This design comes from an exercise in tuning for small area, a short achievable clock period and few clock cycles per item on the open sky130 flow, not from production work.
Only simulation tests tie the RTL to the original design; equivalence was not proved.
No activity file was given, so power comes from the tool's default toggle rates.

== garnet ==
// sprw_top
module sprw_top (
    input  logic        clk,
    input  logic        rstn,
    input  logic        in_valid,
    input  logic [31:0] ra,
    input  logic [31:0] rb,
    input  logic [4:0]  op1,
    input  logic [2:0]  op2,
    output logic        out_valid,
    output logic [31:0] result
);
Size in the first run: ~1,400 cells after synthesis, ~110 I/O pins, ~10,000 µm² of cells after synthesis.
clock: 6.5 ns
lec_check: 0
cap_margin: 20
core_margin: 2
core_utilization: 40
slew_margin: 20
standard.sh (not shown) runs the stock make flow with config.mk's settings and CLKGATE_MAP_FILE= SYNTH_SCRIPT=/design/flow/synth_recipe.tcl, a recipe that flattens the netlist after the stock synthesis.
==> flow/flow/run.sh <==
#!/bin/bash
set -euo pipefail
W=$PWD
D=$(cat $W/flow/abc_delay_ps)
cat > $W/my_synth.tcl <<EOS
proc extract_fa {args} { puts "extract_fa skipped by flow/run.sh" }
proc abc {args} {
  set i [lsearch -exact \$args -script]
  if {\$i >= 0} { lset args [expr {\$i + 1}] $W/flow/abc.script }
  set j [lsearch -exact \$args -D]
  if {\$j >= 0} { lset args [expr {\$j + 1}] $D } else { lappend args -D $D }
  yosys abc {*}\$args
}
EOS
cat $W/synth_recipe.tcl >> $W/my_synth.tcl
bash $W/standard.sh SYNTH_SCRIPT=$W/my_synth.tcl finish > $W/standard.log 2>&1
==> flow/flow/abc.script <==
strash
dc2
dch -f
map {D}
topo
buffer -c
upsize -c {D}
dnsize -c {D}
==> flow/flow/abc_delay_ps <==
3000
Testbench counts of garnet, summed over its fixed seeds: cycles 16,024, items 16,000.
Setup changes, garnet to ember
Settings: SETUP_SLACK_MARGIN newly set to 3.5.
--- outcome ---
- ember | stages: all done | timing, DRC, antenna: all pass
- Diff garnet -> ember: power density over the cells went down by about 1%, worst hold slack held.
- Minimum setup slack in the final design: ember vs garnet up 0.93 ns
- The final reports for ember and garnet show via count higher in the former.
- Slowest stage cell on the critical path: sky130_fd_sc_hd__dfxtp_4 -> ember, sky130_fd_sc_hd__dfxtp_1 -> garnet
- First-iteration DRC count delta for ember relative to garnet: 175 higher

* * *

The RTL this note starts from:
==> flow/design.v <==
`default_nettype none
package sprw_pkg;
    typedef logic [8-1:0]             byte_t;
    typedef logic [16-1:0]             lane_t;
    typedef logic [32-1:0]             word_t;
    typedef logic [4*16-1:0] lanes_t;
    typedef enum logic [3:0] {
        LANE_PASS = 4'd0,
        LANE_ADD  = 4'd1,
        LANE_SUB  = 4'd2,
        LANE_MOVE = 4'd3,
        LANE_MAX  = 4'd4,
        LANE_MIN  = 4'd5,
        LANE_AND  = 4'd6,
        LANE_OR   = 4'd7,
        LANE_XOR  = 4'd8,
        LANE_NAND = 4'd9,
        LANE_NOR  = 4'd10,
        LANE_XNOR = 4'd11
    } lane_fn_t;
    typedef enum logic [2:0] {
        RED_NONE = 3'd0,
        RED_SUM  = 3'd1,
        RED_MAX  = 3'd2,
        RED_MIN  = 3'd3,
        RED_XOR  = 3'd4
    } red_fn_t;
endpackage
`default_nettype wire
`timescale 1ns/1ps
`default_nettype none
module sprw_top (
    input  logic        clk,
    input  logic        rstn,
    input  logic        in_valid,
    input  logic [31:0] ra,
    input  logic [31:0] rb,
    input  logic [4:0]  op1,
    input  logic [2:0]  op2,
    output logic        out_valid,
    output logic [31:0] result
);
    function automatic logic [11:0] pfx_add(input logic [11:0] x, input logic [11:0] y, input logic ci);
        logic [11:0] p, g, pp, gg;
        p  = x ^ y;
        g  = x & y;
        gg = g;
        gg[0] = g[0] | (p[0] & ci);
        pp = p;
        for (int d = 1; d < 12; d = d * 2)
            for (int i = 11; i >= d; i--) begin
                gg[i] = gg[i] | (pp[i] & gg[i-d]);
                pp[i] = pp[i] & pp[i-d];
            end
        pfx_add[0] = p[0] ^ ci;
        for (int i = 1; i < 12; i++)
            pfx_add[i] = p[i] ^ gg[i-1];
    endfunction
    function automatic logic pfx_gt(input logic [9:0] x, input logic [9:0] y);
        logic [9:0] pp, gg;
        pp = x | ~y;
        gg = x & ~y;
        for (int d = 1; d < 10; d = d * 2)
            for (int i = 9; i >= d; i--) begin
                gg[i] = gg[i] | (pp[i] & gg[i-d]);
                pp[i] = pp[i] & pp[i-d];
            end
        pfx_gt = gg[9];
    endfunction
    logic lg, f_add, f_sub, f_max, f_mn, f_move, f_arith_d, f_mm_d, f_min_d, sub_m_d, sign_d, sat_d;
    logic [3:0] t_d;
    assign lg      = op1[4] & op1[3];
    assign f_add   = ~lg & (op1[2:0] == 3'b001);
    assign f_sub   = ~lg & (op1[2:0] == 3'b010);
    assign f_max   = ~lg & (op1[2:0] == 3'b101);
    assign f_mn    = ~lg & (op1[2:0] == 3'b110);
    assign f_move  = ~lg & (op1[2:0] == 3'b011);
    assign f_arith_d = f_add | f_sub;
    assign f_mm_d  = f_max | f_mn;
    assign f_min_d = f_mn;
    assign sub_m_d = f_sub | f_mm_d;
    assign sign_d  = lg ? 1'b0 :
                     (f_arith_d | f_mm_d) ? ~op1[4] :
                     (~op2[2] & (op2 != 3'b000));
    assign sat_d   = ~lg & op1[3];
    always_comb begin
        if (lg) begin
            case (op1[2:0])
                3'b111:  t_d = 4'b1000;    
                3'b000:  t_d = 4'b1110;    
                3'b001:  t_d = 4'b0110;    
                3'b010:  t_d = 4'b0111;    
                3'b011:  t_d = 4'b0001;    
                3'b100:  t_d = 4'b1001;    
                default: t_d = 4'b1100;    
            endcase
        end else if (f_move)
            t_d = 4'b1010;                 
        else
            t_d = 4'b1100;                 
    end
    logic [31:0] pa, pb;
    logic        p_valid, f_arith, f_mm, f_min, sub_m, sign, sat;
    logic [3:0]  t;
    logic [2:0]  p_op2;
    always_ff @(posedge clk) begin
        p_valid <= rstn & in_valid;
        pa      <= ra;
        pb      <= rb ^ {32{sub_m_d}};
        f_arith <= f_arith_d;
        f_mm    <= f_mm_d;
        f_min   <= f_min_d;
        sub_m   <= sub_m_d;
        sign    <= sign_d;
        sat     <= sat_d;
        t       <= t_d;
        p_op2   <= op2;
    end
    logic [9:0] l [4];
    always_comb begin
        for (int i = 0; i < 4; i++) begin
            logic [7:0] a, b, y;
            logic [9:0] ea, eb, r;
            logic [3:0] tl;
            logic       ov, c7, clo;
            a  = pa[8*i +: 8];
            b  = pb[8*i +: 8];             
            ea = {{2{sign & a[7]}}, a};
            eb = {{2{(sign & (b[7] ^ sub_m)) ^ sub_m}}, b};
            r  = 10'(pfx_add({2'b00, ea}, {2'b00, eb}, sub_m));
            if (f_mm)
                tl = (r[9] ^ f_min) ? 4'b0101 : 4'b1100;
            else
                tl = t;
            for (int j = 0; j < 8; j++)
                y[j] = tl[{a[j], b[j]}];
            if (sign) begin
                ov  = (r[9] != r[8]) | (r[8] != r[7]);
                c7  = r[9];
                clo = ~r[9];
            end else begin
                ov  = r[9] | r[8];
                c7  = ~r[9];
                clo = ~r[9];
            end
            if (f_arith) begin
                if (sat & ov)
                    l[i] = {{2{sign & c7}}, c7, {7{clo}}};
                else
                    l[i] = r;
            end else
                l[i] = {{2{sign & y[7]}}, y};
        end
    end
    logic [9:0] q [4];
    logic       q_valid, q_sat;
    logic [2:0] q_op2;
    always_ff @(posedge clk) begin
        q_valid <= rstn & p_valid;
        q_sat   <= sat;
        q_op2   <= p_op2;
        for (int i = 0; i < 4; i++)
            q[i] <= l[i];
    end
    logic        q_rsign;
    logic [10:0] x [4];
    logic [10:0] s1, c1, s2, c2, usum;
    logic [11:0] ssum;
    logic [2:0]  ncnt;
    logic [7:0]  xr;
    logic [9:0]  k [4];
    logic        s01, s23;
    logic [9:0]  w01, w23;
    logic [31:0] m_nxt;
    assign q_rsign = ~q_op2[2];
    always_comb begin
        for (int i = 0; i < 4; i++)
            x[i] = {2'b00, q[i][8:0]};
        s1 = x[0] ^ x[1] ^ x[2];
        c1 = {(x[0][9:0] & x[1][9:0]) | (x[0][9:0] & x[2][9:0]) | (x[1][9:0] & x[2][9:0]), 1'b0};
        s2 = s1 ^ c1 ^ x[3];
        c2 = {(s1[9:0] & c1[9:0]) | (s1[9:0] & x[3][9:0]) | (c1[9:0] & x[3][9:0]), 1'b0};
    end
    assign usum = 11'(pfx_add({1'b0, s2}, {1'b0, c2}, 1'b0));
    assign ncnt = 3'(q[0][9]) + 3'(q[1][9]) + 3'(q[2][9]) + 3'(q[3][9]);
    assign ssum = {3'({1'b0, usum[10:9]} - ncnt), usum[8:0]};
    assign xr = q[0][7:0] ^ q[1][7:0] ^ q[2][7:0] ^ q[3][7:0];
    always_comb begin
        for (int i = 0; i < 4; i++)
            k[i] = {q[i][9] ^ q_rsign, q[i][8:0]};
    end
    assign s01 = pfx_gt(k[1], k[0]);
    assign s23 = pfx_gt(k[3], k[2]);
    assign w01 = s01 ? (q_op2[0] ? q[0] : q[1]) : (q_op2[0] ? q[1] : q[0]);
    assign w23 = s23 ? (q_op2[0] ? q[2] : q[3]) : (q_op2[0] ? q[3] : q[2]);
    always_comb begin
        case (q_op2)
            3'b001, 3'b101: m_nxt = {17'd0, ncnt, ssum};
            3'b010, 3'b110,
            3'b011, 3'b111: m_nxt = {12'd0, w23, w01};
            3'b100:         m_nxt = {24'd0, xr};
            default:        m_nxt = {q[3][7:0], q[2][7:0], q[1][7:0], q[0][7:0]};
        endcase
    end
    logic [31:0] m;
    logic        m_valid, m_mm, m_sum, m_sat, m_rsign, m_mn;
    always_ff @(posedge clk) begin
        m_valid <= rstn & q_valid;
        m       <= m_nxt;
        m_mm    <= q_op2[1];
        m_sum   <= q_op2[1:0] == 2'b01;
        m_sat   <= q_sat;
        m_rsign <= q_rsign;
        m_mn    <= q_op2[0];
    end
    logic [9:0]  v01, v23, wf;
    logic        sf;
    logic [31:0] red;
    logic [11:0] msum;
    logic [2:0]  mcnt;
    logic [31:0] sum_w;
    assign msum = m[11:0];
    assign mcnt = m[14:12];
    always_comb begin
        if (m_rsign) begin
            sum_w = {{20{msum[11]}}, msum};
            if (m_sat) begin
                if (~msum[11] & (|msum[10:7]))
                    sum_w = 32'd127;
                else if (msum[11] & ~(&msum[10:7]))
                    sum_w = 32'hffffff80;
            end
        end else begin
            sum_w = {13'd0, mcnt - 3'(msum[11]), {4{msum[11]}}, msum};
            if (m_sat && (mcnt != 3'd0 || msum[10:8] != 3'd0))
                sum_w = 32'd255;
        end
    end
    assign v01 = m[9:0];
    assign v23 = m[19:10];
    assign sf  = pfx_gt({v23[9] ^ m_rsign, v23[8:0]}, {v01[9] ^ m_rsign, v01[8:0]});
    assign wf  = sf ? (m_mn ? v01 : v23) : (m_mn ? v23 : v01);
    assign red = m_mm  ? {{16{m_rsign & wf[9]}}, {6{wf[9]}}, wf} :
                 m_sum ? sum_w : m;
    always_ff @(posedge clk) begin
        out_valid <= rstn & m_valid;
        result    <= red;
    end
endmodule
`default_nettype wire
==> flow/config.mk <==
export PLATFORM = sky130hd
export DESIGN_NAME = sprw_top
export DESIGN_NICKNAME = sprw_top
export VERILOG_FILES = /design/flow/design.v
export SDC_FILE = /design/flow/constraint.sdc
export NUM_CORES = 4
export LEC_CHECK = 0
export CAP_MARGIN = 20
export CORE_MARGIN = 2
export CORE_UTILIZATION = 40
export CTS_CLUSTER_DIAMETER = 100
export CTS_CLUSTER_SIZE = 40
export SETUP_SLACK_MARGIN = 3.25
export SLEW_MARGIN = 20
==> flow/constraint.sdc <==
create_clock -name core_clock -period 6.5 [get_ports {clk}]
set_input_delay 1.3000 -clock core_clock [delete_from_list [all_inputs] [get_ports {clk}]]
set_output_delay 1.3000 -clock core_clock [all_outputs]
set_load 0.01 [all_outputs]
==> flow/flow/run.sh <==
#!/bin/bash
set -euo pipefail
W=$PWD
BUF=$(cat $W/flow/port_buffer)
cat > $W/my_synth.tcl <<EOS
proc extract_fa {args} { puts "extract_fa skipped by flow/run.sh" }
proc abc {args} {
  set i [lsearch -exact \$args -script]
  if {\$i >= 0} { lset args [expr {\$i + 1}] $W/flow/abc.script }
  yosys abc {*}\$args
}
EOS
cat $W/synth_recipe.tcl >> $W/my_synth.tcl
bash $W/standard.sh SYNTH_SCRIPT=$W/my_synth.tcl "BUFFER_PORTS_ARGS=-buffer_cell $BUF" finish > $W/standard.log 2>&1
==> flow/flow/abc.script <==
strash
dc2
dch -f
map
topo
buffer -c
upsize -c
dnsize -c
==> flow/flow/port_buffer <==
sky130_fd_sc_hd__buf_1
The starting point completed without violations.
Testbench counts at the start, summed over its fixed seeds: cycles 16,024, items 16,000.
Change:
CTS_CLUSTER_DIAMETER = unset   (was 100)
CTS_CLUSTER_SIZE = unset   (was 40)
SETUP_SLACK_MARGIN = 3.5   (was 3.25)
What happened: The changed run finished clean; sequential share of layout area came out lower by 1.4 points; combinational power goes up by 15%; power came out higher by 6.2%; area after synthesis stays the same; clock skew stays flat; setup slack improved by 0.071 ns.
Change:
CTS_BUF_LIST = sky130_fd_sc_hd__clkbuf_8   (was unset)
SETUP_SLACK_MARGIN = 3.25   (was 3.5)
After rerunning: The changed run passed the timing, design-rule and antenna checks; die area does not change; first-iteration DRC count rises by 14%; clock-buffer cell count is unchanged.
Change:
==> flow/flow/abc.script (replaced) <==
strash
dc2
dch -f
map
topo
CTS_BUF_LIST = unset   (was sky130_fd_sc_hd__clkbuf_8)
Outcome: Fmax is lower by a few percent; setup slack degrades by 0.079 ns; combinational power goes up by a few percent; synthesized cell count falls by a few percent; die area falls by a few percent; routed wire length goes down slightly; design area increases by a few percent; sequential power barely changes.
Change:
==> flow/flow/abc.script (replaced) <==
strash
dc2
dch -f
map
topo
buffer -c
upsize -c
dnsize -c
CTS_BUF_LIST = sky130_fd_sc_hd__clkbuf_4 sky130_fd_sc_hd__clkbuf_8   (was unset)
SETUP_SLACK_MARGIN = 3   (was 3.25)
Outcome:
- wire length climbs by 0.70%
- worst setup slack is worse by 0.15 ns
- fmax drops by 4.5%
- cell count drops by 0.53%
- sequential share of layout area climbs by 0.90 points
- design area drops by 3.6%
- first-iteration DRC count climbs by 11%
- via count drops by 1.5%
- total power drops by 8.4%
- global-route usage drops by 1.3 points

[afterwards: timing with drivers on the ports]
The results above use ideal ports. As a check the final layouts listed here were re-extracted and re-timed, cells and wires unchanged. Step 1, drivers: a clkbuf_16 drives clk and a buf_2 each remaining input, both assumed. Step 2, shift: input delay + t, output delay - t, t = (earliest + latest rising clock arrival at the registers) / 2. This alone moves slack from input paths to output paths. a / b / c = ideal ports / drivers / drivers and shift; a / b = the first two.
| run | shift t [ns] | setup slack, ns | latest minus earliest clock arrival (ns) | slew at the worst register clock pin (ns) |
|---|---|---|---|---|
| garnet | 0.482 | 2.171 / 2.171 / 2.171 | 0.012 / 0.013 | 0.08 / 0.08 |
| ember | 0.486 | 3.105 / 3.105 / 3.105 | 0.013 / 0.013 | 0.08 / 0.08 |
| the first run of note 2 | 0.473 | 3.476 / 3.476 / 3.476 | 0.014 / 0.014 | 0.08 / 0.08 |
| the second run of note 2 | 0.477 | 3.546 / 3.546 / 3.546 | 0.015 / 0.015 | 0.08 / 0.08 |
| the third run of note 2 | 0.506 | 3.439 / 3.439 / 3.439 | 0.025 / 0.025 | 0.12 / 0.12 |
| the fourth run of note 2 | 0.480 | 3.360 / 3.360 / 3.360 | 0.017 / 0.016 | 0.08 / 0.08 |
| the fifth run of note 2 | 0.499 | 3.212 / 3.212 / 3.212 | 0.025 / 0.026 | 0.12 / 0.12 |
After both steps setup and hold are still met in every run listed.
